Context: an optimization exercise on an open-source flow, tuned for small area and a short achievable clock period. The choices shown serve that exercise and are no tape-out recipe.
For this run, only the layout was checked, not whether the RTL still works.
Power is estimated from default activity; no workload was simulated.

==> design/flow/design.v <==
package edf_ic_pkg;
    localparam logic REG_CTRL   = 1'b0;
    localparam logic REG_OFFSET = 1'b1;
    localparam int CTRL_EN_BIT   = 0;
    localparam int CTRL_MODE_BIT = 1;
    localparam int CTRL_IP_BIT   = 2;
    localparam int CTRL_BUSY_BIT = 3;
endpackage
module edf_gateway_array
#(
    parameter int NumIrq   = 8,
    parameter int TsWidth  = 64,
    parameter int OffWidth = 32,
    parameter int IdWidth  = (NumIrq > 1) ? $clog2(NumIrq) : 1
) (
    input  logic               clk_i,
    input  logic               rst_ni,
    input  logic [63:0]        mtime_i,
    input  logic [NumIrq-1:0]  irq_i,
    input  logic               claim_i,
    input  logic [IdWidth-1:0] claim_id_i,
    input  logic               complete_i,
    input  logic [IdWidth-1:0] complete_id_i,
    input  logic               cfg_req_i,
    input  logic               cfg_we_i,
    input  logic [IdWidth:0]   cfg_addr_i,
    input  logic [31:0]        cfg_wdata_i,
    output logic [31:0]        cfg_rdata_o,
    output logic               irq_o,
    output logic [IdWidth-1:0] irq_id_o,
    output logic [TsWidth-1:0] irq_dl_o,
    output logic [NumIrq-1:0]  ip_o
);
    logic [NumIrq-1:0]  en_q, mode_q, ip_q, busy_q, prev_q;
    logic [31:0]        off_q [NumIrq];
    logic [TsWidth-1:0] ts_q  [NumIrq];
    logic [TsWidth-1:0] dl    [NumIrq];
    logic [IdWidth-1:0] cfg_ch;
    logic               cfg_wr;
    assign cfg_ch = cfg_addr_i[IdWidth:1];
    assign cfg_wr = cfg_req_i & cfg_we_i;
    for (genvar c = 0; c < NumIrq; c++) begin : g_chan
        logic wr_sel, ctrl_we, off_we, claim_sel, complete_hit;
        logic req, acc_raw, claim_hit, accept;
        assign wr_sel       = cfg_wr & (cfg_ch == IdWidth'(c));
        assign ctrl_we      = wr_sel & ~cfg_addr_i[0];
        assign off_we       = wr_sel &  cfg_addr_i[0];
        assign claim_sel    = claim_i & (claim_id_i == IdWidth'(c));
        assign complete_hit = complete_i & (complete_id_i == IdWidth'(c));
        assign req       = mode_q[c] ? (irq_i[c] & ~prev_q[c]) : irq_i[c];
        assign acc_raw   = req & en_q[c] & ~ip_q[c] & ~busy_q[c];
        assign claim_hit = claim_sel & (ip_q[c] | acc_raw);
        assign accept    = acc_raw & ~claim_hit & ~complete_hit;
        always_ff @(posedge clk_i or negedge rst_ni) begin
            if (!rst_ni) begin
                prev_q[c] <= 1'b0;
                en_q[c]   <= 1'b0;
                mode_q[c] <= 1'b0;
                off_q[c]  <= '0;
                ip_q[c]   <= 1'b0;
                busy_q[c] <= 1'b0;
            end else begin
                prev_q[c] <= irq_i[c];
                if (ctrl_we) begin
                    en_q[c]   <= cfg_wdata_i[edf_ic_pkg::CTRL_EN_BIT];
                    mode_q[c] <= cfg_wdata_i[edf_ic_pkg::CTRL_MODE_BIT];
                end
                if (off_we) off_q[c] <= cfg_wdata_i;
                if (accept) ip_q[c] <= 1'b1;
                if (claim_hit) begin
                    ip_q[c]   <= 1'b0;
                    busy_q[c] <= 1'b1;
                end
                if (complete_hit) busy_q[c] <= 1'b0;
                if (ctrl_we && !cfg_wdata_i[edf_ic_pkg::CTRL_EN_BIT]) ip_q[c] <= 1'b0;
            end
        end
        always_ff @(posedge clk_i) begin
            if (accept) ts_q[c] <= mtime_i[TsWidth-1:0];
        end
        assign dl[c] = ts_q[c] + TsWidth'(off_q[c]);
    end
    logic [31:0] rd_word;
    always_comb begin
        if (cfg_addr_i[0]) rd_word = off_q[cfg_ch];
        else               rd_word = {28'b0, busy_q[cfg_ch], ip_q[cfg_ch],
                                      mode_q[cfg_ch], en_q[cfg_ch]};
    end
    always_ff @(posedge clk_i or negedge rst_ni) begin
        if (!rst_ni)        cfg_rdata_o <= '0;
        else if (cfg_req_i) cfg_rdata_o <= rd_word;
    end
    logic               v1 [4];
    logic [IdWidth-1:0] i1 [4];
    logic [TsWidth-1:0] d1 [4];
    logic               v2 [2];
    logic [IdWidth-1:0] i2 [2];
    logic [TsWidth-1:0] d2 [2];
    logic               v3;
    logic [IdWidth-1:0] i3;
    logic [TsWidth-1:0] d3;
    for (genvar k = 0; k < 4; k++) begin : g_l1
        logic sel;
        assign sel   = ip_q[2*k+1] & (~ip_q[2*k] | (dl[2*k+1] < dl[2*k]));
        assign v1[k] = ip_q[2*k] | ip_q[2*k+1];
        assign i1[k] = sel ? IdWidth'(2*k+1) : IdWidth'(2*k);
        assign d1[k] = sel ? dl[2*k+1] : dl[2*k];
    end
    for (genvar k = 0; k < 2; k++) begin : g_l2
        logic sel;
        assign sel   = v1[2*k+1] & (~v1[2*k] | (d1[2*k+1] < d1[2*k]));
        assign v2[k] = v1[2*k] | v1[2*k+1];
        assign i2[k] = sel ? i1[2*k+1] : i1[2*k];
        assign d2[k] = sel ? d1[2*k+1] : d1[2*k];
    end
    logic sel3;
    assign sel3 = v2[1] & (~v2[0] | (d2[1] < d2[0]));
    assign v3   = v2[0] | v2[1];
    assign i3   = sel3 ? i2[1] : i2[0];
    assign d3   = sel3 ? d2[1] : d2[0];
    always_ff @(posedge clk_i or negedge rst_ni) begin
        if (!rst_ni) begin
            irq_o    <= 1'b0;
            irq_id_o <= '0;
            irq_dl_o <= '0;
            ip_o     <= '0;
        end else begin
            irq_o    <= v3;
            irq_id_o <= i3;
            irq_dl_o <= v3 ? d3 : '0;
            ip_o     <= ip_q;
        end
    end
endmodule
==> design/flow/run.sh <==
#!/bin/bash
# synth_recipe.tcl (not shown) runs the flow's synth.tcl, then flattens the netlist and writes it again
# the make line also repeats each setting of config.mk as NAME=value (left out here)
make -C /OpenROAD-flow-scripts/flow DESIGN_CONFIG=/design/flow/config.mk WORK_HOME=/design/flow/orfs CLKGATE_MAP_FILE= SYNTH_SCRIPT=/design/flow/synth_recipe.tcl finish
==> design/flow/config.mk <==
export PLATFORM = sky130hd
export DESIGN_NAME = edf_gateway_array
export DESIGN_NICKNAME = edf_gateway_array
export VERILOG_FILES = /design/flow/design.v
export SDC_FILE = /design/flow/constraint.sdc
export NUM_CORES = 4
export LEC_CHECK = 0
export CAP_MARGIN = 20
export CORE_MARGIN = 2
export CORE_UTILIZATION = 40
export SLEW_MARGIN = 20
==> design/flow/constraint.sdc <==
create_clock -name core_clock -period 24.0 [get_ports {clk_i}]
set_input_delay 4.8000 -clock core_clock [delete_from_list [all_inputs] [get_ports {clk_i}]]
set_output_delay 4.8000 -clock core_clock [all_outputs]
set_load 0.01 [all_outputs]
==> results.txt <==
## synthesized netlist by cell type (38+ instances only)
cell type and instances:
ha_1 695, edfxtp_1 512, a21oi_1 450, inv_1 407, dfrtp_1 404, nand2_1 402
mux2_2 351, nor2_1 332, o21ai_0 294, xnor2_1 258, a21o_1 226, xor2_1 211
mux2i_1 199, clkbuf_1 142, nor3_1 123, nand4_1 117, nand3_1 115, o21a_1 98
and3_1 95, o211ai_1 83, a211oi_1 82, o2bb2ai_1 62, and2_1 56, nand2b_1 47
o21bai_1 41, and4_1 39, nor4_1 39, o2111ai_1 38
## where the power goes
part / total, W / internal, W / switching, W
clock network: 0.00172 / 0.000972 / 0.000753
registers: 0.00224 / 0.00195 / 0.000295
logic: 0.00547 / 0.00208 / 0.00339
## registers in the layout (all words and copies together), names as in the netlist
signal / cells
irq_id_o: 3
en_q: 8
cfg_rdata_o: 32
prev_q: 8
ts_q: 512
irq_dl_o: 64
ip_q: 8
mode_q: 8
busy_q: 8
ip_o: 8
off_q: 256
irq_o: 1
## placed cells by master, fill, tap and decap left out, types with 121 or more instances in the layout
cell type        instances
mux2i_1                199
a21oi_1                449
o21ai_0                294
xor2_1                 211
nor3_1                 121
edfxtp_1               512
clkdlybuf4s50_1        221
xnor2_1                258
nand2_1                397
inv_1                  407
dfrtp_1                404
mux2_2                 351
nor2_1                 318
a21o_1                 226
ha_1                   695
## logic make-up (layout without fill, tap and decap cells)
logic type      after synthesis  count (layout)  synth area share
mux                         569             569            0.0964
other cells                   0               9                 0
flops                       916             916             0.386
compound gates             1709            1709             0.173
simple gates               1492            1492             0.112
fa+ha+maj                   703             703             0.134
buf+inv                     614             926            0.0362
xor+xnor                    469             469            0.0622
## metrics by stage
| step | hold WS, ps | worst slack [ps] | utilization | cells |
|---|---|---|---|---|
| floorplan | 352 | 12400 | - | 6472 |
| CTS | 515 | 7990 | 0.454 | 8972 |
| finish | 509 | 8080 | 0.455 | 8982 |
| global route | 523 | 7940 | 0.454 | 8974 |
| detailed placement | 503 | 8120 | 0.432 | 8769 |
| global placement | 499 | 8160 | 0.432 | 8769 |
## final cells by class
cell class                 count  area share
clock inverter                66     0.00894
antenna                        9    0.000301
inverter                     409      0.0206
multi-input combinational   4942       0.513
tap                         2189      0.0366
clock buffer                 137      0.0399
timing repair buffer         314      0.0393
sequential                   916       0.341
## routing by layer
layer | wire length, um | track usage | vias up | share of wire
li1 | - | - | 24700 | -
met1 | 120000 | 0.462 | 27900 | 0.44
met2 | 110000 | 0.444 | 2848 | 0.41
met3 | 32200 | 0.0794 | 370 | 0.12
met4 | 8450 | 0.0991 | 8 | 0.031
met5 | 52 | 0 | - | 0.00019
## critical path: cells and delay by family, from the launching register on
kind | cells | cell delay, ps
compound gates | 23 | 6840
xor+xnor | 1 | 160
fa+ha+maj | 5 | 1420
buf+inv | 5 | 2370
flops | 1 | 400
mux | 1 | 530
simple gates | 14 | 3750
## worst paths after layout
kind	slack, ps	endpoint
setup / recovery	8080	irq_dl_o[60]$_DFF_PN0_
hold / removal	510	cfg_rdata_o[0]$_DFFE_PN0P_
setup reg to reg	8080	irq_dl_o[60]$_DFF_PN0_
hold reg to reg	510	cfg_rdata_o[0]$_DFFE_PN0P_
max in group asynchronous	17580	irq_dl_o[0]$_DFF_PN0_
min in group asynchronous	4100	cfg_rdata_o[11]$_DFFE_PN0P_
==> impl_metrics.ini <==
[run_status]
status = finished clean

[cells_and_area]
drive_above_1_share = 0.107
fillers = 15600
nets = 7514
final_cell_area_um2 = 74700
multi_input_area_um2 = 38400
area_growth_pct = 13.2
regArea_um2 = 25500

[sta]
slew_violations = 0
finClkSkew_ps = 77.3
min_period_over_period = 0.663
max_slew.worst_pin.slew_ps = 1270
fmax_mhz = 62.8
finalSetupViolations = 0
slew_headroom = 0.151
fin_crit_ps = 15920
rsz0062_at_grt = no
setup_tns_ps = 0
hold_violations = 0

[drt]
via_per_inst = 6.21
drt-initial-drc-count = 6960
finalWirelength_um = 270000
ant_nets = 0
drc = 0
firstDrtPassIters = 6
wl_per_cell_um = 30.1
vias = 55800

[worst_hold_path]
holdPathStages = 1
worstHoldStart = cfg_rdata_o[0]$_DFFE_PN0P_
hold_class = flip-flop to flip-flop

[placement]
dpl_cell_area_um2 = 71000
finalWeightedCongestion = 0.990
place_hpwl_um = 211000
portBuffers = 227

[critical_path]
start_kind = flip-flop
critPathLaunch = off_q[4][0]$_DFFE_PN0P_
required_ps = 24570
crit_arrival_ps = 16490
r2r_cells = 49
crit_slowest_cell = a211oi_1
worst_setup_path_end_kind = flip-flop
max_stage_delay_ps = 920
critPathMaxFanout = 42
crit_type = flip-flop to flip-flop
r2r_start = off_q[4][0]$_DFFE_PN0P_

[cts]
clock_latency_ps = 800
clkSinkCount = 916
ctsHtreeMaxLevel = 3
cts_buffers = 108
clock_path_buffers = 3
clk_pin_slew_worst_paths_ps = 60
post_cts_buffers = 0
clk_root_buffer_cell = clkbuf_16
postCtsHoldBufs = 0
cts_repair_resize_count = 0
tritoncts = yes

[global_routing]
grt_max_degree = 133
grt_use_total = 0.313
grt_pass1_vias = 52700
overflow = 0
grt_first_pass_wirelength_um = 380000
antenna_found_initial = 41

[power]
ir_drop_v = 0.000180
p_total_w = 0.00943
p_per_area_nw_per_um2 = 126
p_leak_nw = 31.9

[synthesis]
synth_area_leaders = edfxtp_1, dfrtp_1, ha_1
synth_seq_cells = 916
synth_cell_types = 87
synth_top_area_share = 0.233
ys.flop_type = edfxtp_1
syn_nets = 7295
syn_area_um2 = 66000
syn_area_per_cell_um2 = 10.2
synth_warnings = 10
yosysSeqAreaShare = 0.386
synth-edff-count = 512
async_reset_ff_frac = 0.441
synthCells = 6472
yosys.area.top_type = edfxtp_1

[floorplanning]
fp.dieW_um = 410
rows = 149
pin_count = 228
core_area_um2 = 164000
die_area_um2 = 168000
start_util = 0.402
die_height_um = 410

[flow_run]
cap_violations = 0

[static timing again, ports no longer ideal]
In the flow no input, the clock included, has a driving cell. The finished layout below was timed again as built, in two steps.
Step 1 sets driving cells, clkbuf_16 on the clock port and buf_2 on the other inputs (assumed; they add their load-dependent delay and slew).
Step 2 times the ports against the registers' clock, not the clock port: input delays grow and output delays shrink by t, the midpoint of the rising clock arrivals with the driver on.
Slacks: ideal ports / drivers / drivers and shift; pairs: ideal ports / drivers.
shift t [ns]: 0.841
slack for setup (ns): 8.082 / 8.082 / 8.082
slew at the worst register clock pin (ns): 0.07 / 0.07
worst slew at a driven data input, ns: 0.16
After both steps this run still meets setup and hold. The setup slack of this run moves by 0.000 ns with the drivers and by 0.000 ns with both steps.
